What follows belongs to an exercise in optimizing a design on an open flow for small area, a short achievable clock period and few clock cycles per item; a production flow would make more cautious choices. No functional check of the RTL was part of any run shown here.

===== design/flow/design.v =====
package ntt_pkg;
    localparam int DATA_W = 14;
    localparam logic [DATA_W-1:0] Q = 14'd12289;
    localparam logic [DATA_W-1:0] R2_MOD_Q = 14'd6829;
endpackage
`timescale 1ns/1ps
module coef_regfile (
    input  logic        clk,
    input  logic [3:0]  wr_lane,    
    input  logic [13:0] wr_data,
    output logic [13:0] head0,
    output logic [13:0] head1,
    output logic [13:0] head2,
    output logic [13:0] head3
);
    logic [13:0] l0 [0:3];
    logic [13:0] l1 [0:3];
    logic [13:0] l2 [0:3];
    logic [13:0] l3 [0:3];
    always_ff @(posedge clk) begin
        l0[0] <= l0[1]; l0[1] <= wr_lane[0] ? wr_data : l0[2]; l0[2] <= l0[3]; l0[3] <= l0[0];
        l1[0] <= l1[1]; l1[1] <= wr_lane[1] ? wr_data : l1[2]; l1[2] <= l1[3]; l1[3] <= l1[0];
        l2[0] <= l2[1]; l2[1] <= wr_lane[2] ? wr_data : l2[2]; l2[2] <= l2[3]; l2[3] <= l2[0];
        l3[0] <= l3[1]; l3[1] <= wr_lane[3] ? wr_data : l3[2]; l3[2] <= l3[3]; l3[3] <= l3[0];
    end
    assign head0 = l0[0];
    assign head1 = l1[0];
    assign head2 = l2[0];
    assign head3 = l3[0];
endmodule
`timescale 1ns/1ps
module twiddle_ram (
    input  logic        clk,
    input  logic        wr_en,
    input  logic [2:0]  wr_idx,
    input  logic [13:0] wr_data,
    input  logic [2:0]  rd_sel,     
    output logic [13:0] rd_data
);
    logic [13:0] w1, w2, w3, w4, w6;
    always_ff @(posedge clk) begin
        if (wr_en && wr_idx == 3'd1) w1 <= wr_data;
        if (wr_en && wr_idx == 3'd2) w2 <= wr_data;
        if (wr_en && wr_idx == 3'd3) w3 <= wr_data;
        if (wr_en && wr_idx == 3'd4) w4 <= wr_data;
        if (wr_en && wr_idx == 3'd6) w6 <= wr_data;
    end
    always_comb begin
        case (rd_sel)
            3'd0:    rd_data = w1;
            3'd1:    rd_data = w2;
            3'd2:    rd_data = w3;
            3'd3:    rd_data = w4;
            3'd4:    rd_data = w6;
            default: rd_data = ntt_pkg::R2_MOD_Q;
        endcase
    end
endmodule
`timescale 1ns/1ps
module mod_mult (
    input  logic        clk,
    input  logic [13:0] a,
    input  logic [13:0] b,
    output logic [13:0] p
);
    logic [13:0] a_r;
    logic [13:0] b_r;
    logic [27:0] s_r;      
    logic [27:0] c_r;
    logic [13:0] hi_r;     
    logic [13:0] m_r;      
    logic [27:0] s_n;
    logic [27:0] c_n;
    logic [27:0] prod;
    logic [13:0] m;
    logic [14:0] x;
    logic [1:0]  c;
    logic [14:0] t;
    logic [14:0] tq;
    mul_csa csa_i (.a(a_r), .b(b_r), .s(s_n), .c(c_n));
    always_comb begin
        prod = s_r + c_r;
        m    = {2'(prod[1:0] * 2'd3), 12'd0} - prod[13:0];
        x    = {1'b0, m_r} + {1'b0, 2'(m_r[1:0] * 2'd3), 12'd0};
        c    = 2'(x != 15'd0) + 2'(x > 15'd16384);
        t    = {1'b0, hi_r} + {3'b0, m_r[13:2]} + {2'b0, m_r[13:1]} + 15'(m_r[1] & m_r[0]) + 15'(c);
        tq   = {1'b0, hi_r} + {3'b0, m_r[13:2]} + {2'b0, m_r[13:1]} + 15'(m_r[1] & m_r[0]) + 15'(c) + 15'd20479;
    end
    always_ff @(posedge clk) begin
        a_r  <= a;
        b_r  <= b;
        s_r  <= s_n;
        c_r  <= c_n;
        hi_r <= prod[27:14];
        m_r  <= m;
        p    <= tq[14] ? t[13:0] : tq[13:0];
    end
endmodule
module mul_csa (
    input  logic [13:0] a,
    input  logic [13:0] b,
    output logic [27:0] s,
    output logic [27:0] c
);
    logic [13:0] pp [0:13];
    always_comb for (int i = 0; i < 14; i++) pp[i] = a & {14{b[i]}};
    logic s1;
    logic c2;
    logic s3;
    logic c4;
    logic s5;
    logic c6;
    logic s7;
    logic c8;
    logic s9;
    logic c10;
    logic s11;
    logic c12;
    logic s13;
    logic c14;
    logic s15;
    logic c16;
    logic s17;
    logic c18;
    logic s19;
    logic c20;
    logic s21;
    logic c22;
    logic s23;
    logic c24;
    logic s25;
    logic c26;
    logic s27;
    logic c28;
    logic s29;
    logic c30;
    logic s31;
    logic c32;
    logic s33;
    logic c34;
    logic s35;
    logic c36;
    logic s37;
    logic c38;
    logic s39;
    logic c40;
    logic s41;
    logic c42;
    logic s43;
    logic c44;
    logic s45;
    logic c46;
    logic s47;
    logic c48;
    logic s49;
    logic c50;
    logic s51;
    logic c52;
    logic s53;
    logic c54;
    logic s55;
    logic c56;
    logic s57;
    logic c58;
    logic s59;
    logic c60;
    logic s61;
    logic c62;
    logic s63;
    logic c64;
    logic s65;
    logic c66;
    logic s67;
    logic c68;
    logic s69;
    logic c70;
    logic s71;
    logic c72;
    logic s73;
    logic c74;
    logic s75;
    logic c76;
    logic s77;
    logic c78;
    logic s79;
    logic c80;
    logic s81;
    logic c82;
    logic s83;
    logic c84;
    logic s85;
    logic c86;
    logic s87;
    logic c88;
    logic s89;
    logic c90;
    logic s91;
    logic c92;
    logic s93;
    logic c94;
    logic s95;
    logic c96;
    logic s97;
    logic c98;
    logic s99;
    logic c100;
    logic s101;
    logic c102;
    logic s103;
    logic c104;
    logic s105;
    logic c106;
    logic s107;
    logic c108;
    logic s109;
    logic c110;
    logic s111;
    logic c112;
    logic s113;
    logic c114;
    logic s115;
    logic c116;
    logic s117;
    logic c118;
    logic s119;
    logic c120;
    logic s121;
    logic c122;
    logic s123;
    logic c124;
    logic s125;
    logic c126;
    logic s127;
    logic c128;
    logic s129;
    logic c130;
    logic s131;
    logic c132;
    logic s133;
    logic c134;
    logic s135;
    logic c136;
    logic s137;
    logic c138;
    logic s139;
    logic c140;
    logic s141;
    logic c142;
    logic s143;
    logic c144;
    logic s145;
    logic c146;
    logic s147;
    logic c148;
    logic s149;
    logic c150;
    logic s151;
    logic c152;
    logic s153;
    logic c154;
    logic s155;
    logic c156;
    logic s157;
    logic c158;
    logic s159;
    logic c160;
    logic s161;
    logic c162;
    logic s163;
    logic c164;
    logic s165;
    logic c166;
    logic s167;
    logic c168;
    logic s169;
    logic c170;
    logic s171;
    logic c172;
    logic s173;
    logic c174;
    logic s175;
    logic c176;
    logic s177;
    logic c178;
    logic s179;
    logic c180;
    logic s181;
    logic c182;
    logic s183;
    logic c184;
    logic s185;
    logic c186;
    logic s187;
    logic c188;
    logic s189;
    logic c190;
    logic s191;
    logic c192;
    logic s193;
    logic c194;
    logic s195;
    logic c196;
    logic s197;
    logic c198;
    logic s199;
    logic c200;
    logic s201;
    logic c202;
    logic s203;
    logic c204;
    logic s205;
    logic c206;
    logic s207;
    logic c208;
    logic s209;
    logic c210;
    logic s211;
    logic c212;
    logic s213;
    logic c214;
    logic s215;
    logic c216;
    logic s217;
    logic c218;
    logic s219;
    logic c220;
    logic s221;
    logic c222;
    logic s223;
    logic c224;
    logic s225;
    logic c226;
    logic s227;
    logic c228;
    logic s229;
    logic c230;
    logic s231;
    logic c232;
    logic s233;
    logic c234;
    logic s235;
    logic c236;
    logic s237;
    logic c238;
    logic s239;
    logic c240;
    logic s241;
    logic c242;
    logic s243;
    logic c244;
    logic s245;
    logic c246;
    logic s247;
    logic c248;
    logic s249;
    logic c250;
    logic s251;
    logic c252;
    logic s253;
    logic c254;
    logic s255;
    logic c256;
    logic s257;
    logic c258;
    logic s259;
    logic c260;
    logic s261;
    logic c262;
    logic s263;
    logic c264;
    logic s265;
    logic c266;
    logic s267;
    logic c268;
    logic s269;
    logic c270;
    logic s271;
    logic c272;
    logic s273;
    logic c274;
    logic s275;
    logic c276;
    logic s277;
    logic c278;
    logic s279;
    logic c280;
    logic s281;
    logic c282;
    logic s283;
    logic c284;
    logic s285;
    logic c286;
    logic s287;
    logic c288;
    logic s289;
    logic c290;
    logic s291;
    logic c292;
    logic s293;
    logic c294;
    logic s295;
    logic c296;
    logic s297;
    logic c298;
    logic s299;
    logic c300;
    logic s301;
    logic c302;
    logic s303;
    logic c304;
    logic s305;
    logic c306;
    logic s307;
    logic c308;
    logic s309;
    logic c310;
    logic s311;
    logic c312;
    assign s1 = pp[0][13] ^ pp[1][12];
    assign c2 = pp[0][13] & pp[1][12];
    assign s3 = pp[1][13] ^ pp[2][12];
    assign c4 = pp[1][13] & pp[2][12];
    assign s5 = pp[0][9] ^ pp[1][8];
    assign c6 = pp[0][9] & pp[1][8];
    assign s7 = pp[0][10] ^ pp[1][9] ^ pp[2][8];
    assign c8 = (pp[0][10] & pp[1][9]) | (pp[0][10] & pp[2][8]) | (pp[1][9] & pp[2][8]);
    assign s9 = pp[3][7] ^ pp[4][6];
    assign c10 = pp[3][7] & pp[4][6];
    assign s11 = pp[0][11] ^ pp[1][10] ^ pp[2][9];
    assign c12 = (pp[0][11] & pp[1][10]) | (pp[0][11] & pp[2][9]) | (pp[1][10] & pp[2][9]);
    assign s13 = pp[3][8] ^ pp[4][7] ^ pp[5][6];
    assign c14 = (pp[3][8] & pp[4][7]) | (pp[3][8] & pp[5][6]) | (pp[4][7] & pp[5][6]);
    assign s15 = pp[6][5] ^ pp[7][4];
    assign c16 = pp[6][5] & pp[7][4];
    assign s17 = pp[0][12] ^ pp[1][11] ^ pp[2][10];
    assign c18 = (pp[0][12] & pp[1][11]) | (pp[0][12] & pp[2][10]) | (pp[1][11] & pp[2][10]);
    assign s19 = pp[3][9] ^ pp[4][8] ^ pp[5][7];
    assign c20 = (pp[3][9] & pp[4][8]) | (pp[3][9] & pp[5][7]) | (pp[4][8] & pp[5][7]);
    assign s21 = pp[6][6] ^ pp[7][5] ^ pp[8][4];
    assign c22 = (pp[6][6] & pp[7][5]) | (pp[6][6] & pp[8][4]) | (pp[7][5] & pp[8][4]);
    assign s23 = pp[9][3] ^ pp[10][2];
    assign c24 = pp[9][3] & pp[10][2];
    assign s25 = s1 ^ pp[2][11] ^ pp[3][10];
    assign c26 = (s1 & pp[2][11]) | (s1 & pp[3][10]) | (pp[2][11] & pp[3][10]);
    assign s27 = pp[4][9] ^ pp[5][8] ^ pp[6][7];
    assign c28 = (pp[4][9] & pp[5][8]) | (pp[4][9] & pp[6][7]) | (pp[5][8] & pp[6][7]);
    assign s29 = pp[7][6] ^ pp[8][5] ^ pp[9][4];
    assign c30 = (pp[7][6] & pp[8][5]) | (pp[7][6] & pp[9][4]) | (pp[8][5] & pp[9][4]);
    assign s31 = pp[10][3] ^ pp[11][2] ^ pp[12][1];
    assign c32 = (pp[10][3] & pp[11][2]) | (pp[10][3] & pp[12][1]) | (pp[11][2] & pp[12][1]);
    assign s33 = c2 ^ s3 ^ pp[3][11];
    assign c34 = (c2 & s3) | (c2 & pp[3][11]) | (s3 & pp[3][11]);
    assign s35 = pp[4][10] ^ pp[5][9] ^ pp[6][8];
    assign c36 = (pp[4][10] & pp[5][9]) | (pp[4][10] & pp[6][8]) | (pp[5][9] & pp[6][8]);
    assign s37 = pp[7][7] ^ pp[8][6] ^ pp[9][5];
    assign c38 = (pp[7][7] & pp[8][6]) | (pp[7][7] & pp[9][5]) | (pp[8][6] & pp[9][5]);
    assign s39 = pp[10][4] ^ pp[11][3] ^ pp[12][2];
    assign c40 = (pp[10][4] & pp[11][3]) | (pp[10][4] & pp[12][2]) | (pp[11][3] & pp[12][2]);
    assign s41 = c4 ^ pp[2][13] ^ pp[3][12];
    assign c42 = (c4 & pp[2][13]) | (c4 & pp[3][12]) | (pp[2][13] & pp[3][12]);
    assign s43 = pp[4][11] ^ pp[5][10] ^ pp[6][9];
    assign c44 = (pp[4][11] & pp[5][10]) | (pp[4][11] & pp[6][9]) | (pp[5][10] & pp[6][9]);
    assign s45 = pp[7][8] ^ pp[8][7] ^ pp[9][6];
    assign c46 = (pp[7][8] & pp[8][7]) | (pp[7][8] & pp[9][6]) | (pp[8][7] & pp[9][6]);
    assign s47 = pp[10][5] ^ pp[11][4] ^ pp[12][3];
    assign c48 = (pp[10][5] & pp[11][4]) | (pp[10][5] & pp[12][3]) | (pp[11][4] & pp[12][3]);
    assign s49 = pp[3][13] ^ pp[4][12] ^ pp[5][11];
    assign c50 = (pp[3][13] & pp[4][12]) | (pp[3][13] & pp[5][11]) | (pp[4][12] & pp[5][11]);
    assign s51 = pp[6][10] ^ pp[7][9] ^ pp[8][8];
    assign c52 = (pp[6][10] & pp[7][9]) | (pp[6][10] & pp[8][8]) | (pp[7][9] & pp[8][8]);
    assign s53 = pp[9][7] ^ pp[10][6] ^ pp[11][5];
    assign c54 = (pp[9][7] & pp[10][6]) | (pp[9][7] & pp[11][5]) | (pp[10][6] & pp[11][5]);
    assign s55 = pp[4][13] ^ pp[5][12] ^ pp[6][11];
    assign c56 = (pp[4][13] & pp[5][12]) | (pp[4][13] & pp[6][11]) | (pp[5][12] & pp[6][11]);
    assign s57 = pp[7][10] ^ pp[8][9] ^ pp[9][8];
    assign c58 = (pp[7][10] & pp[8][9]) | (pp[7][10] & pp[9][8]) | (pp[8][9] & pp[9][8]);
    assign s59 = pp[5][13] ^ pp[6][12] ^ pp[7][11];
    assign c60 = (pp[5][13] & pp[6][12]) | (pp[5][13] & pp[7][11]) | (pp[6][12] & pp[7][11]);
    assign s61 = pp[0][6] ^ pp[1][5];
    assign c62 = pp[0][6] & pp[1][5];
    assign s63 = pp[0][7] ^ pp[1][6] ^ pp[2][5];
    assign c64 = (pp[0][7] & pp[1][6]) | (pp[0][7] & pp[2][5]) | (pp[1][6] & pp[2][5]);
    assign s65 = pp[3][4] ^ pp[4][3];
    assign c66 = pp[3][4] & pp[4][3];
    assign s67 = pp[0][8] ^ pp[1][7] ^ pp[2][6];
    assign c68 = (pp[0][8] & pp[1][7]) | (pp[0][8] & pp[2][6]) | (pp[1][7] & pp[2][6]);
    assign s69 = pp[3][5] ^ pp[4][4] ^ pp[5][3];
    assign c70 = (pp[3][5] & pp[4][4]) | (pp[3][5] & pp[5][3]) | (pp[4][4] & pp[5][3]);
    assign s71 = pp[6][2] ^ pp[7][1];
    assign c72 = pp[6][2] & pp[7][1];
    assign s73 = s5 ^ pp[2][7] ^ pp[3][6];
    assign c74 = (s5 & pp[2][7]) | (s5 & pp[3][6]) | (pp[2][7] & pp[3][6]);
    assign s75 = pp[4][5] ^ pp[5][4] ^ pp[6][3];
    assign c76 = (pp[4][5] & pp[5][4]) | (pp[4][5] & pp[6][3]) | (pp[5][4] & pp[6][3]);
    assign s77 = pp[7][2] ^ pp[8][1] ^ pp[9][0];
    assign c78 = (pp[7][2] & pp[8][1]) | (pp[7][2] & pp[9][0]) | (pp[8][1] & pp[9][0]);
    assign s79 = c6 ^ s7 ^ s9;
    assign c80 = (c6 & s7) | (c6 & s9) | (s7 & s9);
    assign s81 = pp[5][5] ^ pp[6][4] ^ pp[7][3];
    assign c82 = (pp[5][5] & pp[6][4]) | (pp[5][5] & pp[7][3]) | (pp[6][4] & pp[7][3]);
    assign s83 = pp[8][2] ^ pp[9][1] ^ pp[10][0];
    assign c84 = (pp[8][2] & pp[9][1]) | (pp[8][2] & pp[10][0]) | (pp[9][1] & pp[10][0]);
    assign s85 = c8 ^ c10 ^ s11;
    assign c86 = (c8 & c10) | (c8 & s11) | (c10 & s11);
    assign s87 = s13 ^ s15 ^ pp[8][3];
    assign c88 = (s13 & s15) | (s13 & pp[8][3]) | (s15 & pp[8][3]);
    assign s89 = pp[9][2] ^ pp[10][1] ^ pp[11][0];
    assign c90 = (pp[9][2] & pp[10][1]) | (pp[9][2] & pp[11][0]) | (pp[10][1] & pp[11][0]);
    assign s91 = c12 ^ c14 ^ c16;
    assign c92 = (c12 & c14) | (c12 & c16) | (c14 & c16);
    assign s93 = s17 ^ s19 ^ s21;
    assign c94 = (s17 & s19) | (s17 & s21) | (s19 & s21);
    assign s95 = s23 ^ pp[11][1] ^ pp[12][0];
    assign c96 = (s23 & pp[11][1]) | (s23 & pp[12][0]) | (pp[11][1] & pp[12][0]);
    assign s97 = c18 ^ c20 ^ c22;
    assign c98 = (c18 & c20) | (c18 & c22) | (c20 & c22);
    assign s99 = c24 ^ s25 ^ s27;
    assign c100 = (c24 & s25) | (c24 & s27) | (s25 & s27);
    assign s101 = s29 ^ s31 ^ pp[13][0];
    assign c102 = (s29 & s31) | (s29 & pp[13][0]) | (s31 & pp[13][0]);
    assign s103 = c26 ^ c28 ^ c30;
    assign c104 = (c26 & c28) | (c26 & c30) | (c28 & c30);
    assign s105 = c32 ^ s33 ^ s35;
    assign c106 = (c32 & s33) | (c32 & s35) | (s33 & s35);
    assign s107 = s37 ^ s39 ^ pp[13][1];
    assign c108 = (s37 & s39) | (s37 & pp[13][1]) | (s39 & pp[13][1]);
    assign s109 = c34 ^ c36 ^ c38;
    assign c110 = (c34 & c36) | (c34 & c38) | (c36 & c38);
    assign s111 = c40 ^ s41 ^ s43;
    assign c112 = (c40 & s41) | (c40 & s43) | (s41 & s43);
    assign s113 = s45 ^ s47 ^ pp[13][2];
    assign c114 = (s45 & s47) | (s45 & pp[13][2]) | (s47 & pp[13][2]);
    assign s115 = c42 ^ c44 ^ c46;
    assign c116 = (c42 & c44) | (c42 & c46) | (c44 & c46);
    assign s117 = c48 ^ s49 ^ s51;
    assign c118 = (c48 & s49) | (c48 & s51) | (s49 & s51);
    assign s119 = s53 ^ pp[12][4] ^ pp[13][3];
    assign c120 = (s53 & pp[12][4]) | (s53 & pp[13][3]) | (pp[12][4] & pp[13][3]);
    assign s121 = c50 ^ c52 ^ c54;
    assign c122 = (c50 & c52) | (c50 & c54) | (c52 & c54);
    assign s123 = s55 ^ s57 ^ pp[10][7];
    assign c124 = (s55 & s57) | (s55 & pp[10][7]) | (s57 & pp[10][7]);
    assign s125 = pp[11][6] ^ pp[12][5] ^ pp[13][4];
    assign c126 = (pp[11][6] & pp[12][5]) | (pp[11][6] & pp[13][4]) | (pp[12][5] & pp[13][4]);
    assign s127 = c56 ^ c58 ^ s59;
    assign c128 = (c56 & c58) | (c56 & s59) | (c58 & s59);
    assign s129 = pp[8][10] ^ pp[9][9] ^ pp[10][8];
    assign c130 = (pp[8][10] & pp[9][9]) | (pp[8][10] & pp[10][8]) | (pp[9][9] & pp[10][8]);
    assign s131 = pp[11][7] ^ pp[12][6] ^ pp[13][5];
    assign c132 = (pp[11][7] & pp[12][6]) | (pp[11][7] & pp[13][5]) | (pp[12][6] & pp[13][5]);
    assign s133 = c60 ^ pp[6][13] ^ pp[7][12];
    assign c134 = (c60 & pp[6][13]) | (c60 & pp[7][12]) | (pp[6][13] & pp[7][12]);
    assign s135 = pp[8][11] ^ pp[9][10] ^ pp[10][9];
    assign c136 = (pp[8][11] & pp[9][10]) | (pp[8][11] & pp[10][9]) | (pp[9][10] & pp[10][9]);
    assign s137 = pp[11][8] ^ pp[12][7] ^ pp[13][6];
    assign c138 = (pp[11][8] & pp[12][7]) | (pp[11][8] & pp[13][6]) | (pp[12][7] & pp[13][6]);
    assign s139 = pp[7][13] ^ pp[8][12] ^ pp[9][11];
    assign c140 = (pp[7][13] & pp[8][12]) | (pp[7][13] & pp[9][11]) | (pp[8][12] & pp[9][11]);
    assign s141 = pp[10][10] ^ pp[11][9] ^ pp[12][8];
    assign c142 = (pp[10][10] & pp[11][9]) | (pp[10][10] & pp[12][8]) | (pp[11][9] & pp[12][8]);
    assign s143 = pp[8][13] ^ pp[9][12] ^ pp[10][11];
    assign c144 = (pp[8][13] & pp[9][12]) | (pp[8][13] & pp[10][11]) | (pp[9][12] & pp[10][11]);
    assign s145 = pp[0][4] ^ pp[1][3];
    assign c146 = pp[0][4] & pp[1][3];
    assign s147 = pp[0][5] ^ pp[1][4] ^ pp[2][3];
    assign c148 = (pp[0][5] & pp[1][4]) | (pp[0][5] & pp[2][3]) | (pp[1][4] & pp[2][3]);
    assign s149 = pp[3][2] ^ pp[4][1];
    assign c150 = pp[3][2] & pp[4][1];
    assign s151 = s61 ^ pp[2][4] ^ pp[3][3];
    assign c152 = (s61 & pp[2][4]) | (s61 & pp[3][3]) | (pp[2][4] & pp[3][3]);
    assign s153 = pp[4][2] ^ pp[5][1] ^ pp[6][0];
    assign c154 = (pp[4][2] & pp[5][1]) | (pp[4][2] & pp[6][0]) | (pp[5][1] & pp[6][0]);
    assign s155 = c62 ^ s63 ^ s65;
    assign c156 = (c62 & s63) | (c62 & s65) | (s63 & s65);
    assign s157 = pp[5][2] ^ pp[6][1] ^ pp[7][0];
    assign c158 = (pp[5][2] & pp[6][1]) | (pp[5][2] & pp[7][0]) | (pp[6][1] & pp[7][0]);
    assign s159 = c64 ^ c66 ^ s67;
    assign c160 = (c64 & c66) | (c64 & s67) | (c66 & s67);
    assign s161 = s69 ^ s71 ^ pp[8][0];
    assign c162 = (s69 & s71) | (s69 & pp[8][0]) | (s71 & pp[8][0]);
    assign s163 = c68 ^ c70 ^ c72;
    assign c164 = (c68 & c70) | (c68 & c72) | (c70 & c72);
    assign s165 = s73 ^ s75 ^ s77;
    assign c166 = (s73 & s75) | (s73 & s77) | (s75 & s77);
    assign s167 = c74 ^ c76 ^ c78;
    assign c168 = (c74 & c76) | (c74 & c78) | (c76 & c78);
    assign s169 = s79 ^ s81 ^ s83;
    assign c170 = (s79 & s81) | (s79 & s83) | (s81 & s83);
    assign s171 = c80 ^ c82 ^ c84;
    assign c172 = (c80 & c82) | (c80 & c84) | (c82 & c84);
    assign s173 = s85 ^ s87 ^ s89;
    assign c174 = (s85 & s87) | (s85 & s89) | (s87 & s89);
    assign s175 = c86 ^ c88 ^ c90;
    assign c176 = (c86 & c88) | (c86 & c90) | (c88 & c90);
    assign s177 = s91 ^ s93 ^ s95;
    assign c178 = (s91 & s93) | (s91 & s95) | (s93 & s95);
    assign s179 = c92 ^ c94 ^ c96;
    assign c180 = (c92 & c94) | (c92 & c96) | (c94 & c96);
    assign s181 = s97 ^ s99 ^ s101;
    assign c182 = (s97 & s99) | (s97 & s101) | (s99 & s101);
    assign s183 = c98 ^ c100 ^ c102;
    assign c184 = (c98 & c100) | (c98 & c102) | (c100 & c102);
    assign s185 = s103 ^ s105 ^ s107;
    assign c186 = (s103 & s105) | (s103 & s107) | (s105 & s107);
    assign s187 = c104 ^ c106 ^ c108;
    assign c188 = (c104 & c106) | (c104 & c108) | (c106 & c108);
    assign s189 = s109 ^ s111 ^ s113;
    assign c190 = (s109 & s111) | (s109 & s113) | (s111 & s113);
    assign s191 = c110 ^ c112 ^ c114;
    assign c192 = (c110 & c112) | (c110 & c114) | (c112 & c114);
    assign s193 = s115 ^ s117 ^ s119;
    assign c194 = (s115 & s117) | (s115 & s119) | (s117 & s119);
    assign s195 = c116 ^ c118 ^ c120;
    assign c196 = (c116 & c118) | (c116 & c120) | (c118 & c120);
    assign s197 = s121 ^ s123 ^ s125;
    assign c198 = (s121 & s123) | (s121 & s125) | (s123 & s125);
    assign s199 = c122 ^ c124 ^ c126;
    assign c200 = (c122 & c124) | (c122 & c126) | (c124 & c126);
    assign s201 = s127 ^ s129 ^ s131;
    assign c202 = (s127 & s129) | (s127 & s131) | (s129 & s131);
    assign s203 = c128 ^ c130 ^ c132;
    assign c204 = (c128 & c130) | (c128 & c132) | (c130 & c132);
    assign s205 = s133 ^ s135 ^ s137;
    assign c206 = (s133 & s135) | (s133 & s137) | (s135 & s137);
    assign s207 = c134 ^ c136 ^ c138;
    assign c208 = (c134 & c136) | (c134 & c138) | (c136 & c138);
    assign s209 = s139 ^ s141 ^ pp[13][7];
    assign c210 = (s139 & s141) | (s139 & pp[13][7]) | (s141 & pp[13][7]);
    assign s211 = c140 ^ c142 ^ s143;
    assign c212 = (c140 & c142) | (c140 & s143) | (c142 & s143);
    assign s213 = pp[11][10] ^ pp[12][9] ^ pp[13][8];
    assign c214 = (pp[11][10] & pp[12][9]) | (pp[11][10] & pp[13][8]) | (pp[12][9] & pp[13][8]);
    assign s215 = c144 ^ pp[9][13] ^ pp[10][12];
    assign c216 = (c144 & pp[9][13]) | (c144 & pp[10][12]) | (pp[9][13] & pp[10][12]);
    assign s217 = pp[11][11] ^ pp[12][10] ^ pp[13][9];
    assign c218 = (pp[11][11] & pp[12][10]) | (pp[11][11] & pp[13][9]) | (pp[12][10] & pp[13][9]);
    assign s219 = pp[10][13] ^ pp[11][12] ^ pp[12][11];
    assign c220 = (pp[10][13] & pp[11][12]) | (pp[10][13] & pp[12][11]) | (pp[11][12] & pp[12][11]);
    assign s221 = pp[0][3] ^ pp[1][2];
    assign c222 = pp[0][3] & pp[1][2];
    assign s223 = s145 ^ pp[2][2] ^ pp[3][1];
    assign c224 = (s145 & pp[2][2]) | (s145 & pp[3][1]) | (pp[2][2] & pp[3][1]);
    assign s225 = c146 ^ s147 ^ s149;
    assign c226 = (c146 & s147) | (c146 & s149) | (s147 & s149);
    assign s227 = c148 ^ c150 ^ s151;
    assign c228 = (c148 & c150) | (c148 & s151) | (c150 & s151);
    assign s229 = c152 ^ c154 ^ s155;
    assign c230 = (c152 & c154) | (c152 & s155) | (c154 & s155);
    assign s231 = c156 ^ c158 ^ s159;
    assign c232 = (c156 & c158) | (c156 & s159) | (c158 & s159);
    assign s233 = c160 ^ c162 ^ s163;
    assign c234 = (c160 & c162) | (c160 & s163) | (c162 & s163);
    assign s235 = c164 ^ c166 ^ s167;
    assign c236 = (c164 & c166) | (c164 & s167) | (c166 & s167);
    assign s237 = c168 ^ c170 ^ s171;
    assign c238 = (c168 & c170) | (c168 & s171) | (c170 & s171);
    assign s239 = c172 ^ c174 ^ s175;
    assign c240 = (c172 & c174) | (c172 & s175) | (c174 & s175);
    assign s241 = c176 ^ c178 ^ s179;
    assign c242 = (c176 & c178) | (c176 & s179) | (c178 & s179);
    assign s243 = c180 ^ c182 ^ s183;
    assign c244 = (c180 & c182) | (c180 & s183) | (c182 & s183);
    assign s245 = c184 ^ c186 ^ s187;
    assign c246 = (c184 & c186) | (c184 & s187) | (c186 & s187);
    assign s247 = c188 ^ c190 ^ s191;
    assign c248 = (c188 & c190) | (c188 & s191) | (c190 & s191);
    assign s249 = c192 ^ c194 ^ s195;
    assign c250 = (c192 & c194) | (c192 & s195) | (c194 & s195);
    assign s251 = c196 ^ c198 ^ s199;
    assign c252 = (c196 & c198) | (c196 & s199) | (c198 & s199);
    assign s253 = c200 ^ c202 ^ s203;
    assign c254 = (c200 & c202) | (c200 & s203) | (c202 & s203);
    assign s255 = c204 ^ c206 ^ s207;
    assign c256 = (c204 & c206) | (c204 & s207) | (c206 & s207);
    assign s257 = c208 ^ c210 ^ s211;
    assign c258 = (c208 & c210) | (c208 & s211) | (c210 & s211);
    assign s259 = c212 ^ c214 ^ s215;
    assign c260 = (c212 & c214) | (c212 & s215) | (c214 & s215);
    assign s261 = c216 ^ c218 ^ s219;
    assign c262 = (c216 & c218) | (c216 & s219) | (c218 & s219);
    assign s263 = c220 ^ pp[11][13] ^ pp[12][12];
    assign c264 = (c220 & pp[11][13]) | (c220 & pp[12][12]) | (pp[11][13] & pp[12][12]);
    assign s265 = pp[0][2] ^ pp[1][1];
    assign c266 = pp[0][2] & pp[1][1];
    assign s267 = s221 ^ pp[2][1] ^ pp[3][0];
    assign c268 = (s221 & pp[2][1]) | (s221 & pp[3][0]) | (pp[2][1] & pp[3][0]);
    assign s269 = c222 ^ s223 ^ pp[4][0];
    assign c270 = (c222 & s223) | (c222 & pp[4][0]) | (s223 & pp[4][0]);
    assign s271 = c224 ^ s225 ^ pp[5][0];
    assign c272 = (c224 & s225) | (c224 & pp[5][0]) | (s225 & pp[5][0]);
    assign s273 = c226 ^ s227 ^ s153;
    assign c274 = (c226 & s227) | (c226 & s153) | (s227 & s153);
    assign s275 = c228 ^ s229 ^ s157;
    assign c276 = (c228 & s229) | (c228 & s157) | (s229 & s157);
    assign s277 = c230 ^ s231 ^ s161;
    assign c278 = (c230 & s231) | (c230 & s161) | (s231 & s161);
    assign s279 = c232 ^ s233 ^ s165;
    assign c280 = (c232 & s233) | (c232 & s165) | (s233 & s165);
    assign s281 = c234 ^ s235 ^ s169;
    assign c282 = (c234 & s235) | (c234 & s169) | (s235 & s169);
    assign s283 = c236 ^ s237 ^ s173;
    assign c284 = (c236 & s237) | (c236 & s173) | (s237 & s173);
    assign s285 = c238 ^ s239 ^ s177;
    assign c286 = (c238 & s239) | (c238 & s177) | (s239 & s177);
    assign s287 = c240 ^ s241 ^ s181;
    assign c288 = (c240 & s241) | (c240 & s181) | (s241 & s181);
    assign s289 = c242 ^ s243 ^ s185;
    assign c290 = (c242 & s243) | (c242 & s185) | (s243 & s185);
    assign s291 = c244 ^ s245 ^ s189;
    assign c292 = (c244 & s245) | (c244 & s189) | (s245 & s189);
    assign s293 = c246 ^ s247 ^ s193;
    assign c294 = (c246 & s247) | (c246 & s193) | (s247 & s193);
    assign s295 = c248 ^ s249 ^ s197;
    assign c296 = (c248 & s249) | (c248 & s197) | (s249 & s197);
    assign s297 = c250 ^ s251 ^ s201;
    assign c298 = (c250 & s251) | (c250 & s201) | (s251 & s201);
    assign s299 = c252 ^ s253 ^ s205;
    assign c300 = (c252 & s253) | (c252 & s205) | (s253 & s205);
    assign s301 = c254 ^ s255 ^ s209;
    assign c302 = (c254 & s255) | (c254 & s209) | (s255 & s209);
    assign s303 = c256 ^ s257 ^ s213;
    assign c304 = (c256 & s257) | (c256 & s213) | (s257 & s213);
    assign s305 = c258 ^ s259 ^ s217;
    assign c306 = (c258 & s259) | (c258 & s217) | (s259 & s217);
    assign s307 = c260 ^ s261 ^ pp[13][10];
    assign c308 = (c260 & s261) | (c260 & pp[13][10]) | (s261 & pp[13][10]);
    assign s309 = c262 ^ s263 ^ pp[13][11];
    assign c310 = (c262 & s263) | (c262 & pp[13][11]) | (s263 & pp[13][11]);
    assign s311 = c264 ^ pp[12][13] ^ pp[13][12];
    assign c312 = (c264 & pp[12][13]) | (c264 & pp[13][12]) | (pp[12][13] & pp[13][12]);
    assign s[0] = pp[0][0];
    assign c[0] = 1'b0;
    assign s[1] = pp[0][1];
    assign c[1] = pp[1][0];
    assign s[2] = s265;
    assign c[2] = pp[2][0];
    assign s[3] = c266;
    assign c[3] = s267;
    assign s[4] = c268;
    assign c[4] = s269;
    assign s[5] = c270;
    assign c[5] = s271;
    assign s[6] = c272;
    assign c[6] = s273;
    assign s[7] = c274;
    assign c[7] = s275;
    assign s[8] = c276;
    assign c[8] = s277;
    assign s[9] = c278;
    assign c[9] = s279;
    assign s[10] = c280;
    assign c[10] = s281;
    assign s[11] = c282;
    assign c[11] = s283;
    assign s[12] = c284;
    assign c[12] = s285;
    assign s[13] = c286;
    assign c[13] = s287;
    assign s[14] = c288;
    assign c[14] = s289;
    assign s[15] = c290;
    assign c[15] = s291;
    assign s[16] = c292;
    assign c[16] = s293;
    assign s[17] = c294;
    assign c[17] = s295;
    assign s[18] = c296;
    assign c[18] = s297;
    assign s[19] = c298;
    assign c[19] = s299;
    assign s[20] = c300;
    assign c[20] = s301;
    assign s[21] = c302;
    assign c[21] = s303;
    assign s[22] = c304;
    assign c[22] = s305;
    assign s[23] = c306;
    assign c[23] = s307;
    assign s[24] = c308;
    assign c[24] = s309;
    assign s[25] = c310;
    assign c[25] = s311;
    assign s[26] = c312;
    assign c[26] = pp[13][13];
    assign s[27] = 1'b0;
    assign c[27] = 1'b0;
endmodule
`timescale 1ns/1ps
module mod_addsub (
    input  logic [13:0] a,
    input  logic [13:0] b,
    input  logic        sub,
    output logic [13:0] y
);
    logic [14:0] bb;
    logic [14:0] s;
    logic [14:0] t;
    always_comb begin
        bb = ({1'b0, b} ^ {15{sub}}) + 15'(sub);
        s  = {1'b0, a} + bb;
        t  = {1'b0, a} + bb + (sub ? 15'd12289 : 15'd20479);
        if (sub) y = s[14] ? t[13:0] : s[13:0];
        else     y = t[14] ? s[13:0] : t[13:0];
    end
endmodule
module mod_add (
    input  logic [13:0] a,
    input  logic [13:0] b,
    output logic [13:0] y
);
    logic [14:0] s;
    logic [14:0] t;
    always_comb begin
        s = {1'b0, a} + {1'b0, b};
        t = {1'b0, a} + {1'b0, b} + 15'd20479;
        y = t[14] ? s[13:0] : t[13:0];
    end
endmodule
module mod_sub (
    input  logic [13:0] a,
    input  logic [13:0] b,
    output logic [13:0] y
);
    logic [14:0] s;
    logic [14:0] t;
    always_comb begin
        s = {1'b0, a} - {1'b0, b};
        t = {1'b0, a} - {1'b0, b} + 15'd12289;
        y = s[14] ? t[13:0] : s[13:0];
    end
endmodule
`timescale 1ns/1ps
`timescale 1ns/1ps
module ntt_core (
    input  logic        clk,
    input  logic        reset,
    input  logic        load_w,
    input  logic        load_data,
    input  logic        start,
    input  logic [13:0] din,
    output logic        done,
    output logic [13:0] dout
);
    typedef enum logic [2:0] {
        S_IDLE,
        S_LTW,
        S_LDATA,
        S_WAIT,
        S_RUN
    } state_t;
    state_t      state;
    logic [3:0]  seq;
    logic [3:0]  twk;      
    logic [1:0]  hcol;     
    logic [4:0]  k;        
    logic [4:0]  kn;       
    logic        go;
    logic        ready;
    logic [13:0] din_r;
    logic        ldv_r;
    logic [1:0]  ldl_r;
    assign ready = (hcol == 2'd1) && (twk >= 4'd13);
    assign go    = ready && (((state == S_IDLE) && start && !load_w && !load_data) || (state == S_WAIT));
    assign kn    = go ? 5'd1 : (((k != 5'd0) && (k != 5'd25)) ? k + 5'd1 : 5'd0);
    always_ff @(posedge clk or posedge reset) begin
        if (reset) begin
            state <= S_IDLE;
            seq   <= '0;
            twk   <= 4'd15;
            hcol  <= '0;
            k     <= '0;
            ldv_r <= 1'b0;
            ldl_r <= '0;
        end else begin
            hcol  <= hcol + 2'd1;
            k     <= kn;
            ldv_r <= (state == S_LDATA);
            ldl_r <= seq[3:2];
            if (twk != 4'd15) twk <= twk + 4'd1;
            case (state)
                S_IDLE: begin
                    seq <= '0;
                    if (load_w) begin
                        state <= S_LTW;
                        twk   <= '0;
                    end else if (load_data) begin
                        state <= S_LDATA;
                        hcol  <= 2'd1;
                    end else if (start) begin
                        state <= go ? S_RUN : S_WAIT;
                    end
                end
                S_LTW: begin
                    seq <= seq + 4'd1;
                    if (seq == 4'd7) state <= S_IDLE;
                end
                S_LDATA: begin
                    seq <= seq + 4'd1;
                    if (seq == 4'd15) state <= S_IDLE;
                end
                S_WAIT: begin
                    if (go) state <= S_RUN;
                end
                S_RUN: begin
                    if (k == 5'd25) state <= S_IDLE;
                end
                default: state <= S_IDLE;
            endcase
        end
    end
    logic       s1_sub;    
    logic       s2_sub;
    logic       s2_swap;   
    logic       s2_bu2;    
    logic       d_wr;
    logic       z_mult;
    logic       rb_hi;     
    logic       en_r1;
    logic       en_r0;
    logic       en_r3;
    logic       f_hi;      
    logic       f_r3h;
    logic       f_sub;
    logic       out_en;
    always_ff @(posedge clk) begin
        s1_sub  <= (kn >= 5'd8) && (kn <= 5'd15);
        s2_sub  <= ((kn >= 5'd5) && (kn <= 5'd8)) || (kn >= 5'd13);
        s2_swap <= (kn == 5'd15);
        s2_bu2  <= (kn <= 5'd8);
        d_wr    <= (kn >= 5'd4) && (kn <= 5'd7);
        rb_hi   <= kn[1];
        en_r1   <= (kn[1:0] == 2'd3);
        en_r0   <= (kn[1:0] == 2'd1);
        en_r3   <= (kn[1:0] == 2'd0);
        f_hi    <= kn[1] ^ 1'b1;       
        f_r3h   <= (kn[1:0] == 2'd1);
        f_sub   <= kn[0];
        out_en  <= (kn >= 5'd10) && (kn <= 5'd25);
        case (kn)
            5'd9, 5'd10, 5'd11, 5'd13, 5'd14, 5'd15, 5'd17, 5'd18, 5'd19: z_mult <= 1'b1;
            default: z_mult <= 1'b0;
        endcase
    end
    logic [4:0] kq;
    logic [1:0] ma_sel;
    logic [2:0] tw_sel;
    logic       conv;      
    assign kq   = ((k != 5'd0) && (k != 5'd25)) ? k + 5'd1 : 5'd0;
    assign conv = (twk <= 4'd7);
    always_comb begin
        if (kq <= 5'd4)           ma_sel = 2'd1;   
        else if (kq[1:0] == 2'd1) ma_sel = 2'd2;   
        else                      ma_sel = 2'd3;   
        case (kq)
            5'd6:    tw_sel = 3'd1;   
            5'd8:    tw_sel = 3'd4;   
            5'd10:   tw_sel = 3'd0;   
            5'd11:   tw_sel = 3'd1;   
            5'd12:   tw_sel = 3'd2;   
            5'd14:   tw_sel = 3'd2;   
            5'd15:   tw_sel = 3'd4;   
            5'd16:   tw_sel = 3'd0;   
            default: tw_sel = 3'd3;   
        endcase
        if (conv) tw_sel = 3'd7;
    end
    always_ff @(posedge clk) begin
        din_r <= din;
    end
    logic [13:0] h0, h1, h2, h3;
    logic [3:0]  wr_lane;
    assign wr_lane = ldv_r ? (4'b0001 << ldl_r) : 4'b0000;
    coef_regfile rf_i (
        .clk    (clk),
        .wr_lane(wr_lane),
        .wr_data(din_r),
        .head0  (h0),
        .head1  (h1),
        .head2  (h2),
        .head3  (h3)
    );
    logic [13:0] u1, u2;
    logic [13:0] u1_n, u2_n, u3_n;
    mod_addsub s1a_i (.a(h0), .b(h2), .sub(s1_sub), .y(u1_n));
    mod_add    s1b_i (.a(h1), .b(h3), .y(u2_n));
    mod_sub    s1c_i (.a(h1), .b(h3), .y(u3_n));
    always_ff @(posedge clk) begin
        u1 <= u1_n;
        u2 <= u2_n;
    end
    logic [13:0] dr [0:3];
    logic [13:0] mp;
    always_ff @(posedge clk) begin
        dr[0] <= d_wr ? mp : dr[1];
        dr[1] <= dr[2];
        dr[2] <= dr[3];
        dr[3] <= dr[0];
    end
    logic [13:0] y, y_n;
    logic [13:0] s2_a, s2_b;
    assign s2_a = s2_swap ? dr[0] : u1;
    assign s2_b = s2_bu2 ? u2 : (s2_swap ? u1 : dr[0]);
    mod_addsub s2_i (.a(s2_a), .b(s2_b), .sub(s2_sub), .y(y_n));
    always_ff @(posedge clk) begin
        y <= y_n;
    end
    logic [13:0] ma;
    logic [13:0] mb;
    logic [13:0] t_row;
    always_comb begin
        if (conv)                 ma = din;
        else if (ma_sel == 2'd1)  ma = u3_n;
        else if (ma_sel == 2'd2)  ma = t_row;
        else                      ma = y_n;
    end
    twiddle_ram tw_i (
        .clk    (clk),
        .wr_en  ((twk >= 4'd4) && (twk <= 4'd11)),
        .wr_idx (3'(twk - 4'd4)),
        .wr_data(mp),
        .rd_sel (tw_sel),
        .rd_data(mb)
    );
    mod_mult mult_i (
        .clk(clk),
        .a  (ma),
        .b  (mb),
        .p  (mp)
    );
    logic [13:0] yd1, yd2, yd3;
    always_ff @(posedge clk) begin
        yd1 <= y;
        yd2 <= yd1;
        yd3 <= yd2;
    end
    logic [13:0] z;
    logic [13:0] zd1, zd2, zd3;
    assign z = z_mult ? mp : yd3;
    always_ff @(posedge clk) begin
        zd1 <= z;
        zd2 <= zd1;
        zd3 <= zd2;
    end
    logic [13:0] rb_a, rb_b, rb_s, rb_d;
    logic [13:0] r0, r1, r2, r3h;
    assign rb_a = rb_hi ? zd2 : zd1;
    assign rb_b = rb_hi ? z : zd3;
    mod_add rba_i (.a(rb_a), .b(rb_b), .y(rb_s));
    mod_sub rbs_i (.a(rb_a), .b(rb_b), .y(rb_d));
    always_ff @(posedge clk) begin
        if (en_r1) begin
            r1    <= rb_s;
            t_row <= rb_d;
        end
        if (en_r0) begin
            r0 <= rb_s;
            r2 <= rb_d;
        end
        if (en_r3) begin
            r3h <= mp;
        end
    end
    logic [13:0] fa, fb, fy;
    assign fa = f_hi ? r2 : r0;
    assign fb = f_hi ? (f_r3h ? r3h : mp) : r1;
    mod_addsub fin_i (.a(fa), .b(fb), .sub(f_sub), .y(fy));
    always_ff @(posedge clk or posedge reset) begin
        if (reset) begin
            done <= 1'b0;
            dout <= '0;
        end else begin
            done <= (k == 5'd9);
            dout <= out_en ? fy : 14'd0;
        end
    end
endmodule

===== design/flow/run.sh =====
#!/bin/bash
# synth_recipe.tcl (not shown) runs the flow's synth.tcl, then flattens the netlist and writes it again
# the make line also repeats each setting of config.mk as NAME=value (left out here)
make -C /OpenROAD-flow-scripts/flow DESIGN_CONFIG=/design/flow/config.mk WORK_HOME=/design/flow/orfs CLKGATE_MAP_FILE= SYNTH_SCRIPT=/design/flow/synth_recipe.tcl finish

===== design/flow/constraint.sdc =====
create_clock -name core_clock -period 7.0 [get_ports {clk}]
set_input_delay 1.4000 -clock core_clock [delete_from_list [all_inputs] [get_ports {clk}]]
set_output_delay 1.4000 -clock core_clock [all_outputs]
set_load 0.01 [all_outputs]

===== design/flow/config.mk =====
export PLATFORM = sky130hd
export DESIGN_NAME = ntt_core
export DESIGN_NICKNAME = ntt_core
export VERILOG_FILES = /design/flow/design.v
export SDC_FILE = /design/flow/constraint.sdc
export NUM_CORES = 4
export LEC_CHECK = 0
export CAP_MARGIN = 20
export CORE_MARGIN = 2
export CORE_UTILIZATION = 40
export SLEW_MARGIN = 20

==> results of run 1 <==
==> sequential cells by signal (all words and copies together), names as in the netlist, 26 cells and up <==
name / count
dr: 56
rf_i.l0: 56
rf_i.l1: 56
rf_i.l2: 56
rf_i.l3: 56
mult_i.s_r: 27
mult_i.c_r: 26
==> final timing paths <==
kind	slack [ps]	from	to	depth (start not counted)
max in group asynchronous	5440	reset	twk[2]	3
min in group asynchronous	1170	reset	dout[11]	3
max reg2reg	1130	s2_sub	mult_i.a_r[9]	21
min	300	rf_i.l0[1][7]	rf_i.l0[0][7]	0
min reg2reg	300	rf_i.l0[1][7]	rf_i.l0[0][7]	0
max	1130	s2_sub	mult_i.a_r[9]	21
==> routing by layer <==
layer	part of all wire	vias up
li1	-	12100
met1	0.47	12000
met2	0.45	518
met3	0.047	160
met4	0.032	0
met5	0	-
==> synth_stat cells (17+ instances only) <==
cell type,instances,area (um2)
o31ai_1,18,135
nor2b_1,32,200
a21oi_1,166,831
o211ai_1,21,158
nor3_1,69,345
o21a_1,27,203
a21o_1,50,375
inv_1,305,1140
xor2_1,77,674
fa_1,166,3320
dfrtp_1,32,801
nand2_1,223,837
ha_1,229,2870
clkbuf_1,80,300
edfxtp_1,140,4200
dfxtp_1,556,11100
xnor2_1,182,1590
nand2b_1,25,156
and2_1,161,1010
mux2_2,128,1440
nand3_1,62,310
a211oi_1,17,128
nor2_1,210,788
a31oi_1,24,150
mux2i_1,68,681
nand4_1,18,113
o21bai_1,17,128
o21ai_0,123,616
==> worst register-to-register path: stages (launching register included) <==
cell	delay (ps)
dfxtp_1	520
inv_2	340
o41ai_1	490
nor3_1	150
fa_1	470
inv_1	70
a21oi_1	70
o21ai_0	370
xnor2_1	170
inv_1	80
ha_1	350
and2_1	170
a311o_1	350
a21o_1	200
nand2_1	100
a31oi_2	140
a21oi_2	230
xor2_1	580
buf_4	300
mux2_2	360
o21ai_0	170
a21oi_1	90
==> logic make-up (layout without fill, tap and decap cells) <==
group	Yosys count	in the layout	synth area share
AND/OR/NAND/NOR	906	906	0.123
flip-flops	732	732	0.437
AO/OA/AOI/OAI	602	602	0.107
buffers and inverters	422	515	0.0443
adder cells (fa/ha/maj)	397	397	0.167
XOR/XNOR	263	263	0.0631
multiplexers	197	197	0.0577
other	0	1	0
==> cell type report <==
| class | count | area [um2] |
|---|---|---|
| Fill cell | 8577 | 50300 |
| Multi-Input combinational cell | 2365 | 19300 |
| Sequential cell | 732 | 16200 |
| Clock buffer | 107 | 2250 |
| Tap cell | 1243 | 1560 |
| Inverter | 307 | 1150 |
| Timing Repair Buffer | 65 | 571 |
| Clock inverter | 36 | 490 |
| Antenna cell | 1 | 2.50 |
==> per-stage QoR <==
| stage | std cells | hold slack [ps] | util |
|---|---|---|---|
| final | 4856 | 298 | 0.453 |
| after global routing | 4855 | 303 | 0.453 |
| after CTS | 4855 | 295 | 0.453 |
| after detailed placement | 4712 | 312 | 0.423 |
| after global placement | 4712 | 310 | 0.423 |
| after floorplan | 3519 | 310 | - |
==> results.cfg, run 1 <==
[clock_network]
cts.path.max_buffers = 3
path_clk_slew_ps = 70
clkSinkCount = 732
cts_setup_buffers = 0
postCtsHoldBufs = 0
clkLatencyLatePin_ps = 640
h-tree-depth = 3
cts-root-buf = clkbuf_16
numCtsBuffers = 78
cts_tree = done
cts_resized = 0

[logic_synthesis]
syn_area_per_cell_um2 = 10.6
synthArstFlopShare = 0.0492
synth_flop_cell = dfxtp_1
synth_nets = 3933
syn_area_um2 = 37100
synth_enable_flop_cells = 140
syn_inst = 3519
ys_types = 104
seq_area_frac_synth = 0.437
ys_seq_elements = 732
ys_warn_count = 14

[run_status]
status = timing/DRC/antenna clean

[global_routing]
met1_usage = 0.257
met3_usage = 0.0273
grt_max_degree = 37
grt_pass1_vias = 24500
antenna_found_initial = 5
groute.layer.met2.usage = 0.299
grt-ovfl-total = 0
track_usage = 0.187
grt_pass1_wl_um = 138000
grt.busiest_layer = met2

[timing]
slew_viol_final = 0
fin_crit_sh = 0.838
rsz0062_at_grt = false
setup_viol = 0
worstMarginPinSlew_ps = 1130
setup_ws_ps = 1130
final_hold_viol_count = 0
fmax_mhz = 170
period_minus_slack_ps = 5870
setup_tns_ps = 0
relSlewSlack = 0.248
skew_ps = 53.1

[layout]
areaGrowthSynthToFinish_pct = 11.8
final_common_cell = dfxtp_1
layout_common_cells = dfxtp_1 (555), inv_1 (305), ha_1 (229), nand2_1 (223), nor2_1 (210)
drive_above_1_share = 0.0972
design_area_um2 = 41500
final_net_count = 3963

[detailed_routing]
drt_pass1_iterations = 7
drc_errors = 0
wl_per_cell_um = 18.3
viasPerCell = 5.10
routed_wl_um = 88900
detail-route-antenna-nets = 0
route.vias.total = 24700
drt-initial-drc-count = 1565

[floorplan]
die_area_um2 = 95300
core_um2 = 91800
io_pins = 34
die_h_um = 309
start_util = 0.405
die_w_um = 309
fp-row-count = 111

[setup_path]
required_ps = 7520
cp_slowest_cell = xor2_1
crit_family = compound AO/OA/AOI/OAI gates
cpPeakStageDelay_ps = 580
arrival_ps = 6390
crit_path_cell_trace = inv_2 -> o41ai_1 -> nor3_1 -> fa_1 -> inv_1 -> a21oi_1 -> o21ai_0 -> xnor2_1 -> inv_1 -> ha_1 -> and2_1 -> a311o_1 -> a21o_1 -> nand2_1 -> a31oi_2 -> a21oi_2 -> xor2_1 -> buf_4 -> mux2_2 -> o21ai_0 -> a21oi_1
cp-end-kind = flop
cp_num_buf_inv = 4
criticalPathCategory = reg -> reg
worst-path-max-fanout = 27
worstSetupStartpointType = flop

[job]
cap_violations = 0

[place]
post-dp-hpwl_um = 65400
port_buffers = 33
gp_congestion = 0.876
dpl_cell_area_um2 = 38800
post-place-ws_ps = 1170

[hold_path]
hold_path_class = reg -> reg
==> inputs of run 2 (changes only) <==
--- a/design/flow/config.mk
+++ b/design/flow/config.mk
@@ -9,3 +9,4 @@
 export CORE_MARGIN = 2
 export CORE_UTILIZATION = 40
+export SETUP_SLACK_MARGIN = 3.0
 export SLEW_MARGIN = 20
==> results.cfg, run 2 <==
[run_status]
status = timing/DRC/antenna clean

[global_routing]
grt_pass1_vias = 24700
grt_pass1_wl_um = 139000
antenna_found_initial = 4
grt-ovfl-total = 0
grt_max_degree = 37
track_usage = 0.186

[timing]
fin_crit_sh = 0.745
setup_viol = 0
worstMarginPinSlew_ps = 1050
final_hold_viol_count = 0
period_minus_slack_ps = 5210
setup_tns_ps = 0
fmax_mhz = 192
rsz0062_at_grt = true
skew_ps = 22.4
slew_viol_final = 0
relSlewSlack = 0.299

[setup_path]
criticalPathCategory = reg -> reg
required_ps = 7510
cpPeakStageDelay_ps = 480
cp_slowest_cell = fa_1
arrival_ps = 5730
worst-path-max-fanout = 4
worstSetupStartpointType = flop
cp-end-kind = flop

[logic_synthesis]
synthXorXnorAreaFrac = 0.0631
synth_nets = 3933
synth_mux_area_frac = 0.0577
syn_inst = 3519
synth_top_family_by_area = adder cells
ys_warn_count = 14
seq_area_frac_synth = 0.437
synthArstFlopShare = 0.0492
ys_top_cells_by_area = dfxtp_1 (30%), edfxtp_1 (11%), fa_1 (8.9%)
syn_area_per_cell_um2 = 10.6
synth_flop_cell = dfxtp_1
ys_types = 104
synth_commonest_cells = dfxtp_1 (556), inv_1 (305), ha_1 (229), nand2_1 (223), nor2_1 (210)
synth_compound_area_frac = 0.107
synth_enable_flop_cells = 140
synth-simple-area-share = 0.123
synthAdderAreaFrac = 0.167
syn_area_um2 = 37100
yosysTopAreaCell = dfxtp_1
synth.most_common_cell = dfxtp_1
ys_seq_elements = 732
synth_top_area_frac = 0.300

[layout]
design_area_um2 = 43800
final_common_cell = dfxtp_1
drive_above_1_share = 0.171
areaGrowthSynthToFinish_pct = 17.9
layout_common_cells = dfxtp_1 (535), inv_1 (298), ha_1 (213), nand2_1 (212), nor2_1 (206)
num_antenna_cells = 0
final_net_count = 4079

[detailed_routing]
drt-initial-drc-count = 1308
detail-route-antenna-nets = 0
viasPerCell = 5.01
routed_wl_um = 88400
route.vias.total = 24900
wl_per_cell_um = 17.8
drt_pass1_iterations = 5
drc_errors = 0

[job]
cap_violations = 0

[floorplan]
fp-row-count = 111
die_w_um = 309
io_pins = 34
die_h_um = 309
core_um2 = 91800
start_util = 0.405
die_area_um2 = 95300

[place]
dpl_cell_area_um2 = 39000
port_buffers = 33
gp_congestion = 0.867
post-dp-hpwl_um = 62600

[clock_network]
h-tree-depth = 3
cts-root-buf = clkbuf_16
postCtsHoldBufs = 0
cts.path.max_buffers = 3
clkLatencyLatePin_ps = 650
cts_tree = done
path_clk_slew_ps = 70
clkSinkCount = 732
numCtsBuffers = 78

[hold_path]
hold_path_class = reg -> reg
## run 2: cell counts after synthesis
Identical to the previous run, type by type.
## run 2: layout make-up
cell class                      count  area [um2]
Clock buffer                      100        2160
Clock inverter                     41         493
Fill cell                        8413       48000
Inverter                          307        1160
Multi-Input combinational cell   2367       20400
Sequential cell                   732       16300
Tap cell                         1243        1560
Timing Repair Buffer              179        1700
## run 2: per-stage QoR
stage | std cells | util | hold slack, ps | worst slack (ps)
after floorplan | 3519 | - | 310 | 2090
after global placement | 4696 | 0.425 | 310 | 1340
after detailed placement | 4696 | 0.425 | 312 | 1260
after CTS | 4947 | 0.471 | 312 | 1810
after global routing | 4969 | 0.477 | 321 | 1580
final | 4969 | 0.477 | 315 | 1790
## run 2: layer usage
| layer | GRT usage | part of all wire | vias up |
|---|---|---|---|
| met5 | 0 | 0 | - |
| met4 | 0.0550 | 0.027 | 0 |
| met3 | 0.0236 | 0.033 | 143 |
| met2 | 0.316 | 0.48 | 401 |
| met1 | 0.248 | 0.46 | 12100 |
| li1 | - | - | 12300 |
## run 2: worst max-delay path: cells and delay by family (launching register included)
family	cells	cell delay [ps]
flip-flops	1	350
AO/OA/AOI/OAI	4	860
buffers and inverters	6	440
XOR/XNOR	2	350
AND/OR/NAND/NOR	7	920
adder cells (fa/ha/maj)	6	2180
## run 2: repair_timing
item,in CTS,in global routing
gates resized for setup,128,86
setup endpoints to repair,137,137
pin swaps,72,62
buffers inserted,106,22
cloned,4,0
## run 2: worst paths after layout
kind                                start             end  slack [ps]  cells after the start
setup / recovery            mult_i.m_r[0]     mult_i.p[6]        1790                     25
hold / removal             rf_i.l3[1][10]  rf_i.l3[0][10]         310                      0
setup reg to reg            mult_i.m_r[0]     mult_i.p[6]        1790                     25
hold reg to reg            rf_i.l3[1][10]  rf_i.l3[0][10]         310                      0
max in group asynchronous           reset         dout[1]        5400                      3
min in group asynchronous           reset          seq[1]        1200                      3
## run 2: cell families (layout without fill, tap and decap cells)
group / count (synthesis) / count (layout)
XOR/XNOR: 263 / 265
multiplexers: 197 / 197
adder cells (fa/ha/maj): 397 / 397
buffers and inverters: 422 / 627
AO/OA/AOI/OAI: 602 / 602
flip-flops: 732 / 732
AND/OR/NAND/NOR: 906 / 906
==> inputs of run 3 (changes only) <==
--- a/design/flow/design.v
+++ b/design/flow/design.v
@@ -19,8 +19,8 @@
     logic [13:0] l3 [0:3];
     always_ff @(posedge clk) begin
-        l0[0] <= l0[1]; l0[1] <= wr_lane[0] ? wr_data : l0[2]; l0[2] <= l0[3]; l0[3] <= l0[0];
-        l1[0] <= l1[1]; l1[1] <= wr_lane[1] ? wr_data : l1[2]; l1[2] <= l1[3]; l1[3] <= l1[0];
-        l2[0] <= l2[1]; l2[1] <= wr_lane[2] ? wr_data : l2[2]; l2[2] <= l2[3]; l2[3] <= l2[0];
-        l3[0] <= l3[1]; l3[1] <= wr_lane[3] ? wr_data : l3[2]; l3[2] <= l3[3]; l3[3] <= l3[0];
+        l0[0] <= wr_lane[0] ? wr_data : l0[1]; l0[1] <= l0[2]; l0[2] <= l0[3]; l0[3] <= l0[0];
+        l1[0] <= wr_lane[1] ? wr_data : l1[1]; l1[1] <= l1[2]; l1[2] <= l1[3]; l1[3] <= l1[0];
+        l2[0] <= wr_lane[2] ? wr_data : l2[1]; l2[1] <= l2[2]; l2[2] <= l2[3]; l2[3] <= l2[0];
+        l3[0] <= wr_lane[3] ? wr_data : l3[1]; l3[1] <= l3[2]; l3[2] <= l3[3]; l3[3] <= l3[0];
     end
     assign head0 = l0[0];
@@ -855,12 +855,19 @@
     logic [4:0]  k;        
     logic [4:0]  kn;       
-    logic        go;
+    logic        spec;     
     logic        ready;
-    logic [13:0] din_r;
-    logic        ldv_r;
-    logic [1:0]  ldl_r;
-    assign ready = (hcol == 2'd1) && (twk >= 4'd13);
-    assign go    = ready && (((state == S_IDLE) && start && !load_w && !load_data) || (state == S_WAIT));
-    assign kn    = go ? 5'd1 : (((k != 5'd0) && (k != 5'd25)) ? k + 5'd1 : 5'd0);
+    logic        go;
+    logic        go_spec;
+    logic        cmd_start;
+    logic        commit;
+    logic        abort;
+    assign cmd_start = start && !load_w && !load_data;
+    assign ready     = (hcol == 2'd1) && (twk >= 4'd13);
+    assign go_spec   = (state == S_LDATA) && (seq == 4'd14) && ready;
+    assign commit    = spec && (state == S_IDLE) && cmd_start;
+    assign abort     = spec && (state == S_IDLE) && !cmd_start;
+    assign go        = ready && !spec && (((state == S_IDLE) && cmd_start) || (state == S_WAIT));
+    assign kn        = (go || go_spec) ? 5'd1 :
+                       (abort ? 5'd0 : (((k != 5'd0) && (k != 5'd25)) ? k + 5'd1 : 5'd0));
     always_ff @(posedge clk or posedge reset) begin
         if (reset) begin
@@ -870,21 +877,22 @@
             hcol  <= '0;
             k     <= '0;
-            ldv_r <= 1'b0;
-            ldl_r <= '0;
+            spec  <= 1'b0;
         end else begin
             hcol  <= hcol + 2'd1;
             k     <= kn;
-            ldv_r <= (state == S_LDATA);
-            ldl_r <= seq[3:2];
             if (twk != 4'd15) twk <= twk + 4'd1;
+            if (go_spec) spec <= 1'b1;
+            if (state == S_IDLE) spec <= 1'b0;
             case (state)
                 S_IDLE: begin
                     seq <= '0;
-                    if (load_w) begin
+                    if (commit) begin
+                        state <= S_RUN;
+                    end else if (load_w) begin
                         state <= S_LTW;
                         twk   <= '0;
                     end else if (load_data) begin
                         state <= S_LDATA;
-                        hcol  <= 2'd1;
+                        hcol  <= 2'd3;
                     end else if (start) begin
                         state <= go ? S_RUN : S_WAIT;
@@ -918,5 +926,4 @@
     logic       en_r1;
     logic       en_r0;
-    logic       en_r3;
     logic       f_hi;      
     logic       f_r3h;
@@ -932,5 +939,4 @@
         en_r1   <= (kn[1:0] == 2'd3);
         en_r0   <= (kn[1:0] == 2'd1);
-        en_r3   <= (kn[1:0] == 2'd0);
         f_hi    <= kn[1] ^ 1'b1;       
         f_r3h   <= (kn[1:0] == 2'd1);
@@ -965,14 +971,11 @@
         if (conv) tw_sel = 3'd7;
     end
-    always_ff @(posedge clk) begin
-        din_r <= din;
-    end
     logic [13:0] h0, h1, h2, h3;
     logic [3:0]  wr_lane;
-    assign wr_lane = ldv_r ? (4'b0001 << ldl_r) : 4'b0000;
+    assign wr_lane = (state == S_LDATA) ? (4'b0001 << seq[3:2]) : 4'b0000;
     coef_regfile rf_i (
         .clk    (clk),
         .wr_lane(wr_lane),
-        .wr_data(din_r),
+        .wr_data(din),
         .head0  (h0),
         .head1  (h1),
@@ -1051,13 +1054,11 @@
         if (en_r1) begin
             r1    <= rb_s;
-            t_row <= rb_d;
         end
+        t_row <= rb_d;
         if (en_r0) begin
             r0 <= rb_s;
             r2 <= rb_d;
         end
-        if (en_r3) begin
-            r3h <= mp;
-        end
+        r3h <= mp;
     end
     logic [13:0] fa, fb, fy;
--- a/design/flow/config.mk
+++ b/design/flow/config.mk
@@ -9,4 +9,5 @@
 export CORE_MARGIN = 2
 export CORE_UTILIZATION = 40
+export CTS_BUF_LIST = sky130_fd_sc_hd__clkbuf_8
 export SETUP_SLACK_MARGIN = 3.0
 export SLEW_MARGIN = 20
==> results.cfg, run 3 <==
[run_status]
status = timing/DRC/antenna clean

[hold_path]
hold_path_class = reg -> reg

[timing]
setup_tns_ps = 0
relSlewSlack = 0.328
final_hold_viol_count = 0
skew_ps = 31.6
worstMarginPinSlew_ps = 1010
period_minus_slack_ps = 5360
slew_viol_final = 0
hold_slack_ps = 311
fin_crit_sh = 0.766
rsz0062_at_grt = true
fmax_mhz = 187
setup_viol = 0

[logic_synthesis]
synth_flop_cell = dfxtp_1
synth_top_area_frac = 0.312
syn_area_um2 = 36500
ys_warn_count = 14
syn_area_per_cell_um2 = 10.5
ys_seq_elements = 715
synth_enable_flop_cells = 112
syn_inst = 3469
synth.most_common_cell = dfxtp_1
ys_top_cells_by_area = dfxtp_1 (31%), edfxtp_1 (9.2%), fa_1 (9.1%)
synth_commonest_cells = dfxtp_1 (569), inv_1 (310), ha_1 (229), nand2_1 (195), nor2_1 (178)
ys_types = 94
seq_area_frac_synth = 0.428
synth_nets = 3883
synthArstFlopShare = 0.0476
yosysTopAreaCell = dfxtp_1

[clock_network]
clkSinkCount = 715
cts_tree = done
numCtsBuffers = 113
h-tree-depth = 3
cts.path.max_buffers = 3
cts-root-buf = clkbuf_8
clkLatencyLatePin_ps = 740
path_clk_slew_ps = 60
postCtsHoldBufs = 0

[setup_path]
crit_family = adder cells
required_ps = 7590
cpPeakStageDelay_ps = 550
cp_num_buf_inv = 6
cp-end-kind = flop
criticalPathCategory = reg -> reg
cp_slowest_cell = or4_4
arrival_ps = 5950
worst-path-max-fanout = 6
worstSetupStartpointType = flop
cp_common_cell = inv_2

[global_routing]
track_usage = 0.192
grt_max_degree = 35
grt-ovfl-total = 0
grt_pass1_wl_um = 142000
grt_pass1_vias = 25900
antenna_found_initial = 5

[floorplan]
die_area_um2 = 93600
die_w_um = 306
core_um2 = 90100
start_util = 0.404
io_pins = 34
die_h_um = 306
fp-row-count = 110

[layout]
drive_above_1_share = 0.231
areaGrowthSynthToFinish_pct = 21.4
layout_common_cells = dfxtp_1 (549), inv_1 (322), ha_1 (196), nand2_1 (188), and2_1 (163)
final_common_cell = dfxtp_1
nFillCells = 8090
final_net_count = 4124

[detailed_routing]
drt_pass1_iterations = 5
drt-initial-drc-count = 1458
met2_length_um = 44000
routed.top_layer = met5
viasPerCell = 5.12
wl_met1_um = 40400
wl_per_cell_um = 18.2
detail-route-antenna-nets = 0
wl_met3_um = 3400
drc_errors = 0
route.vias.total = 25500
routed_wl_um = 90700

[place]
port_buffers = 33
post-dp-hpwl_um = 62300
gp_congestion = 0.867

[job]
cap_violations = 0
-- run 3: cell count changes in the layout (fill, tap and decap cells not counted), sizes merged, moves of 10 or more --
cell	change
a31oi	-10
and3	+11
buf	+61
clkbuf	+36
dfxtp	+13
edfxtp	-28
inv	+27
mux2	+15
nand2	-27
nor2	-31
o21ai	-10
or3	+12
xnor2	-17
xor2	+10
-- run 3: worst reg2reg max path, delay by kind of cell, from the launching register on --
kind                       cells  cell delay (ps)
adders and majority gates      6             2200
and+or+nand+nor                7             1340
buffers and inverters          6              460
AOI/OAI and AO/OA              4              430
DFF                            1              340
muxes                          1              320
xor gates and xnor gates       1              140
-- run 3: kinds of logic after synthesis --
family | share of synthesized area
mux | 0.0649
fa+ha+maj | 0.171
simple gates | 0.122
buf+inv | 0.0447
xor+xnor | 0.0624
flops | 0.428
compound gates | 0.107
-- run 3: layer usage --
metal,vias up,global-route usage
li1,12400,-
met1,12400,0.243
met2,511,0.332
met3,191,0.0275
met4,2,0.0686
met5,-,0
-- run 3: final timing paths --
check                           slack (ps)  depth (start not counted)        endpoint            from
worst max-delay path                  1640                         25     mult_i.p[4]   mult_i.m_r[1]
worst min-delay path                   310                          0  rf_i.l0[1][13]  rf_i.l0[2][13]
worst max register to register        1640                         25     mult_i.p[4]   mult_i.m_r[1]
worst min register to register         310                          0  rf_i.l0[1][13]  rf_i.l0[2][13]
max in group asynchronous             5230                          2        dout[12]           reset
min in group asynchronous             1170                          2          seq[1]           reset
-- run 3: area by class of cell --
type                            count  area (um2)  share of cell area
Clock buffer                      135        1860              0.0420
Inverter                          312        1180              0.0268
Clock inverter                     69         587              0.0133
Antenna cell                        4        10.0            0.000226
Sequential cell                   715       15700               0.354
Timing Repair Buffer              241        2200              0.0497
Multi-Input combinational cell   2326       21300               0.480
Tap cell                         1176        1470              0.0333
Timing Repair inverter              1        8.76            0.000198
-- run 3: what timing repair did --
item | CTS | global route
setup buffers | 110 | 66
gates resized for setup | 210 | 203
pin swaps | 100 | 136
gates cloned | 4 | 2
endpoints found under the setup margin | 144 | 129
-- run 3: metrics by stage --
step | worst slack, ps | utilization | cells | instance area [um2]
floorplan | 1660 | - | 3469 | 36900
global placement | 1350 | 0.425 | 4589 | 38300
detailed placement | 1260 | 0.425 | 4589 | 38300
CTS | 1660 | 0.474 | 4907 | 42700
global route | 1410 | 0.491 | 4976 | 44200
finish | 1640 | 0.491 | 4979 | 44200

[port drivers added, routing unchanged]
In the flow no input, the clock included, has a driving cell. The finished layouts below were timed again as built, in two steps.
Step 1, drivers: a clkbuf_16 drives clk and a buf_2 each remaining input, both assumed.
Step 2 adds t to the input delays and takes it off the output delays; t is the mean of the earliest and latest rising clock arrival at the registers after step 1. Input paths then give back, and output paths get back, about the clock's delay inside the block.
a / b / c = no drivers / after step 1 / after step 2; a / b = the first two.
run | t (ns) | setup WS [ns] | worst setup path at the end | slew at the worst register clock pin (ns) | worst slew at a driven data input, ns
run 1 | 0.679 | 1.133 / 1.133 / 1.133 | register to register | 0.07 / 0.07 | 0.06
run 2 | 0.698 | 1.787 / 1.787 / 1.787 | register to register | 0.07 / 0.07 | 0.04
run 3 | 0.783 | 1.639 / 1.639 / 1.639 | register to register | 0.07 / 0.07 | 0.09
After both steps every run listed still meets setup and hold.
